This is an optimization exercise on Yosys and OpenROAD, whose aim is small area and a short achievable clock period, not a production implementation. In this exercise RTL edits were held to simulation tests only and were not proved equivalent to the original. No activity file was given, so power comes from the tool's default toggle rates.

== run 1 ==
==> flow/design.v <==
module memory_stage #(
    parameter int DATA_W = 16,
    parameter int REG_W  = 3,
    parameter int ADDR_W = 8
) (
    input  logic              clk,
    input  logic              rst,
    input  logic              in_stall,
    input  logic              in_flush,
    input  logic [DATA_W-1:0] in_ALUResult,
    input  logic              in_Zero,
    input  logic [DATA_W-1:0] in_BranchTarget,
    input  logic [REG_W-1:0]  in_WriteRegister,
    input  logic [DATA_W-1:0] in_Write_Data,
    input  logic              in_MemRead,
    input  logic              in_MemWrite,
    input  logic              in_Branch,
    input  logic              in_RegWrite,
    input  logic              in_MemtoReg,
    output logic              O_PCSrc,
    output logic [DATA_W-1:0] O_BranchTarget,
    output logic [DATA_W-1:0] O_ReadData,
    output logic [DATA_W-1:0] O_ALUResult,
    output logic [REG_W-1:0]  O_WriteRegister,
    output logic              O_RegWrite,
    output logic [DATA_W-1:0] O_WB_Data
);
    localparam int DEPTH = 1 << ADDR_W;
    localparam int LO_W  = 4;                  
    localparam int HI_W  = ADDR_W - LO_W;      
    localparam int GW    = 1 << LO_W;          
    localparam int NGRP  = 1 << HI_W;          
    logic [DATA_W-1:0] em_alu, em_target, em_wdata;
    logic [REG_W-1:0]  em_wreg;
    logic              em_pcsrc, em_mr, em_mw, em_rw, em_m2r;
    logic [DATA_W-1:0] wb_rdata, wb_alu, wb_data;
    logic [REG_W-1:0]  wb_wreg;
    logic              wb_rw;
    logic [DATA_W-1:0] mem [DEPTH];
    logic [ADDR_W-1:0] ra;
    assign ra = em_alu[ADDR_W:1];
    logic adv;
    assign adv = !rst && !in_stall;
    always_ff @(posedge clk) begin
        if (rst) begin
            em_alu    <= '0;
            em_target <= '0;
            em_wreg   <= '0;
            em_pcsrc  <= 1'b0;
            em_mr     <= 1'b0;
            em_mw     <= 1'b0;
            em_rw     <= 1'b0;
            em_m2r    <= 1'b0;
        end else if (!in_stall) begin
            em_alu    <= in_ALUResult;
            em_target <= in_BranchTarget;
            em_wreg   <= in_WriteRegister;
            em_pcsrc  <= !in_flush && in_Branch && in_Zero;
            em_mr     <= !in_flush && in_MemRead;
            em_mw     <= !in_flush && in_MemWrite;
            em_rw     <= !in_flush && in_RegWrite;
            em_m2r    <= in_MemtoReg;
        end
    end
    always_ff @(posedge clk) begin
        if (!in_stall) em_wdata <= in_Write_Data;
    end
    logic [ADDR_W-1:0] na;
    assign na = in_stall ? ra : in_ALUResult[ADDR_W:1];
    logic [GW-1:0] lsel, lsel_in, lsel_q;
    memory_stage_dec #(.W(LO_W)) u_dec_lsel (.a(in_ALUResult[LO_W:1]), .y(lsel_in));
    assign lsel = in_stall ? lsel_q : lsel_in;
    always_ff @(posedge clk) lsel_q <= lsel;
    localparam int NA3 = GW / 3;               
    localparam int NT  = NA3 + GW % 3;         
    logic [NGRP-1:0][DATA_W-1:0]         part_d, part;
    logic [NGRP-1:0][NT-1:0][DATA_W-1:0] t_n;
    for (genvar g = 0; g < NGRP; g++) begin : g_grp
        for (genvar k = 0; k < NA3; k++) begin : g_a3
            memory_stage_aoi3 #(.W(DATA_W)) u_aoi (
                .d0(mem[g*GW+3*k]), .d1(mem[g*GW+3*k+1]), .d2(mem[g*GW+3*k+2]),
                .s0({DATA_W{lsel[3*k]}}), .s1({DATA_W{lsel[3*k+1]}}), .s2({DATA_W{lsel[3*k+2]}}),
                .y_n(t_n[g][k])
            );
        end
        for (genvar k = NA3; k < NT; k++) begin : g_a1
            assign t_n[g][k] = ~(mem[g*GW+2*NA3+k] & {DATA_W{lsel[2*NA3+k]}});
        end
        memory_stage_nand_tree #(.N(NT), .W(DATA_W)) u_red (.a_n(t_n[g]), .y(part_d[g]));
    end
    logic              fwd_d;
    logic [NGRP-1:0]   hsel_d, hsel;
    logic              fwd;
    logic [DATA_W-1:0] fd;
    assign fwd_d = adv && em_mw && (ra == na);
    logic [NGRP-1:0] nhi;
    memory_stage_dec #(.W(HI_W)) u_dec_nhi (.a(na[ADDR_W-1:LO_W]), .y(nhi));
    assign hsel_d = nhi & {NGRP{!fwd_d}};
    always_ff @(posedge clk) begin
        part <= part_d;
        hsel <= hsel_d;
        fwd  <= fwd_d;
        fd   <= em_wdata;
    end
    logic [DATA_W-1:0] rdata;
    always_comb begin
        rdata = {DATA_W{fwd}} & fd;
        for (int g = 0; g < NGRP; g++) rdata |= {DATA_W{hsel[g]}} & part[g];
    end
    logic ld;
    assign ld = !in_stall && em_mr;
    always_ff @(posedge clk) begin
        if (rst) begin
            wb_rdata <= '0;
            wb_data  <= '0;
            wb_alu   <= '0;
            wb_wreg  <= '0;
            wb_rw    <= 1'b0;
        end else if (!in_stall) begin
            if (em_mr) wb_rdata <= rdata;
            wb_data  <= !em_m2r ? em_alu : em_mr ? rdata : wb_rdata;
            wb_alu   <= em_alu;
            wb_wreg  <= em_wreg;
            wb_rw    <= em_rw;
        end
    end
    logic [NGRP-1:0] dhi, whi;
    logic [GW-1:0]   wlo;
    memory_stage_dec #(.W(HI_W)) u_dec_whi (.a(ra[ADDR_W-1:LO_W]), .y(dhi));
    memory_stage_dec #(.W(LO_W)) u_dec_wlo (.a(ra[LO_W-1:0]), .y(wlo));
    assign whi = dhi & {NGRP{adv && em_mw}};
    always_ff @(posedge clk) begin
        for (int i = 0; i < DEPTH; i++)
            if (whi[i / GW] && wlo[i % GW]) mem[i] <= em_wdata;
    end
    assign O_PCSrc         = em_pcsrc;
    assign O_BranchTarget  = em_target;
    assign O_ReadData      = wb_rdata;
    assign O_ALUResult     = wb_alu;
    assign O_WriteRegister = wb_wreg;
    assign O_RegWrite      = wb_rw;
    assign O_WB_Data       = wb_data;
endmodule
module memory_stage_dec #(
    parameter int W = 4
) (
    input  logic [W-1:0]      a,
    output logic [(1<<W)-1:0] y
);
    always_comb begin
        for (int i = 0; i < (1 << W); i++) y[i] = (a == W'(i));
    end
endmodule
module memory_stage_aoi3 #(
    parameter int W = 16
) (
    input  logic [W-1:0] d0,
    input  logic [W-1:0] d1,
    input  logic [W-1:0] d2,
    input  logic [W-1:0] s0,
    input  logic [W-1:0] s1,
    input  logic [W-1:0] s2,
    output logic [W-1:0] y_n
);
    assign y_n = ~((d0 & s0) | (d1 & s1) | (d2 & s2));
endmodule
module memory_stage_nand_tree #(
    parameter int N = 6,
    parameter int W = 16
) (
    input  logic [N-1:0][W-1:0] a_n,
    output logic [W-1:0]        y
);
    always_comb begin
        y = '0;
        for (int i = 0; i < N; i++) y |= ~a_n[i];
    end
endmodule
Settings: LEC_CHECK=0, CAP_MARGIN=20, CORE_MARGIN=2, CORE_UTILIZATION=55, CTS_CLUSTER_DIAMETER=90, CTS_CLUSTER_SIZE=28, SETUP_SLACK_MARGIN=1.9, SLEW_MARGIN=20, SYNTH_HIERARCHICAL=1, SYNTH_MEMORY_MAX_BITS=8192, SYNTH_MINIMUM_KEEP_SIZE=0; clock period 4.2 ns.
standard.sh (not shown) runs the stock make flow with config.mk's settings and CLKGATE_MAP_FILE= SYNTH_SCRIPT=/design/flow/synth_recipe.tcl, a recipe that flattens the netlist after the stock synthesis.
==> flow/flow/run.sh <==
#!/bin/bash
# The standard layout, with two changes to how it is made:
#  - the port buffers are plain buffers (buf_2) rather than the delay cells
#    buffer_ports picks by default, so timing repair can size them;
#  - timing repair may resize a cell to any cell of the same function, not
#    only to one of the same footprint.
# Everything else (synthesis, floorplan, power grid, tap cells, placement,
# CTS, routing) is the standard flow's own flow, run through standard.sh.
set -euo pipefail
bash standard.sh \
  "BUFFER_PORTS_ARGS=-buffer_cell sky130_fd_sc_hd__buf_2" \
  MATCH_CELL_FOOTPRINT=0 \
  finish > standard.log 2>&1
The inputs of run 2 differ from those of run 1 as listed below.
- swapping 1.9 for 1.7 in SETUP_SLACK_MARGIN
==> flow/run.sh (new file) <==
#!/bin/bash
# synth_recipe.tcl (not shown) runs the flow's synth.tcl, then flattens the netlist and writes it again
# the make line also repeats each setting of config.mk as NAME=value (left out here)
make -C /OpenROAD-flow-scripts/flow DESIGN_CONFIG=/design/flow/config.mk WORK_HOME=/design/flow/orfs CLKGATE_MAP_FILE= SYNTH_SCRIPT=/design/flow/synth_recipe.tcl finish
removed: flow/flow/run.sh
removed: flow/standard.sh
==> notes.md <==
- Arrival time of the worst setup path ends up higher on run 2.
- Comparing run 2 and run 1, the lower clock latency of the later-clocked register in the worst-skew pair was measured on run 1.
- On endpoint required time on the critical path, run 2 and run 1 are neck and neck.
- Compared with run 1, run 2 shows detailed-route via count lower by 2584.
- Lower switching share of total power among run 2 and run 1: run 2
- Relative to run 1, cell count along the critical path has gone up in run 2.
- Of run 2 and run 1, the lower max-slew headroom at the worst pin belongs to run 2.
- Run 2 has total placed instance area above what run 1 had.
- A launch point of the critical path of hsel[15] is what run 1 shows, while in_ALUResult[3] belongs to run 2.
- From run 1 to run 2 the numbers moved as follows: met3 routing resource usage after global routing fell by 2.2 points; global-route usage fell by 2.4 points; sequential fraction of total cell area rose by 0.34 points.
Relative to run 2, the following input files were edited for run 3:
- swapping 1.7 for 2.05 in SETUP_SLACK_MARGIN
==> flow/flow/run.sh (new file) <==
#!/bin/bash
# The standard layout, with two changes to how it is made:
#  - the port buffers are plain buffers (buf_2) rather than the delay cells
#    buffer_ports picks by default, so timing repair can size them;
#  - timing repair may resize a cell to any cell of the same function, not
#    only to one of the same footprint.
# Everything else (synthesis, floorplan, power grid, tap cells, placement,
# CTS, routing) is the standard flow's own flow, run through standard.sh.
set -euo pipefail
bash standard.sh \
  "BUFFER_PORTS_ARGS=-buffer_cell sky130_fd_sc_hd__buf_2" \
  MATCH_CELL_FOOTPRINT=0 \
  finish > standard.log 2>&1
==> flow/standard.sh (new file) <==
#!/bin/bash
# synth_recipe.tcl (not shown) runs the flow's synth.tcl, then flattens the netlist and writes it again
# the make line also repeats each setting of config.mk as NAME=value (left out here)
make -C /OpenROAD-flow-scripts/flow DESIGN_CONFIG=/design/flow/config.mk WORK_HOME=/design/flow/orfs CLKGATE_MAP_FILE= SYNTH_SCRIPT=/design/flow/synth_recipe.tcl "${@:-finish}"
removed: flow/run.sh
--- outcome ---
- Re count of plain and timing-repair buffers: run 3 and run 2 aren't equal, and the higher value belongs to run 3.
- Overall die area: run 3 vs run 2 identical
- Synthesis-to-finish area growth ended up 3.5 points higher on run 3 than on run 2.

-- re-timing with driven ports --
The results above use ideal ports. As a check the final layouts listed here were re-extracted and re-timed, cells and wires unchanged. Step 1, drivers: a clkbuf_16 drives clk and a buf_2 each remaining input, both assumed. Step 2 adds t to the input delays and takes it off the output delays; t is the mean of the earliest and latest rising clock arrival at the registers after step 1. Input paths then give back, and output paths get back, about the clock's delay inside the block. Three values: no drivers, after step 1, after step 2; two values: the first two.
run | shift t [ns] | setup WS [ns] | hold slack, ns | clock arrival spread, ns | slew at the worst register clock pin (ns)
run 1 | 1.011 | 1.715 / 1.715 / 0.747 | 0.092 / 0.024 / 0.452 | 0.059 / 0.059 | 0.12 / 0.12
run 2 | 1.021 | 1.645 / 1.595 / 0.574 | 0.383 / 0.407 / 0.456 | 0.060 / 0.060 | 0.12 / 0.12
run 3 | 1.023 | 1.851 / 1.754 / 0.731 | 0.091 / 0.022 / 0.456 | 0.070 / 0.070 | 0.11 / 0.11
After both steps every run listed still meets setup and hold. The setup slack of run 3, which loses most, moves by -0.097 ns with the drivers and by -1.120 ns with both steps.
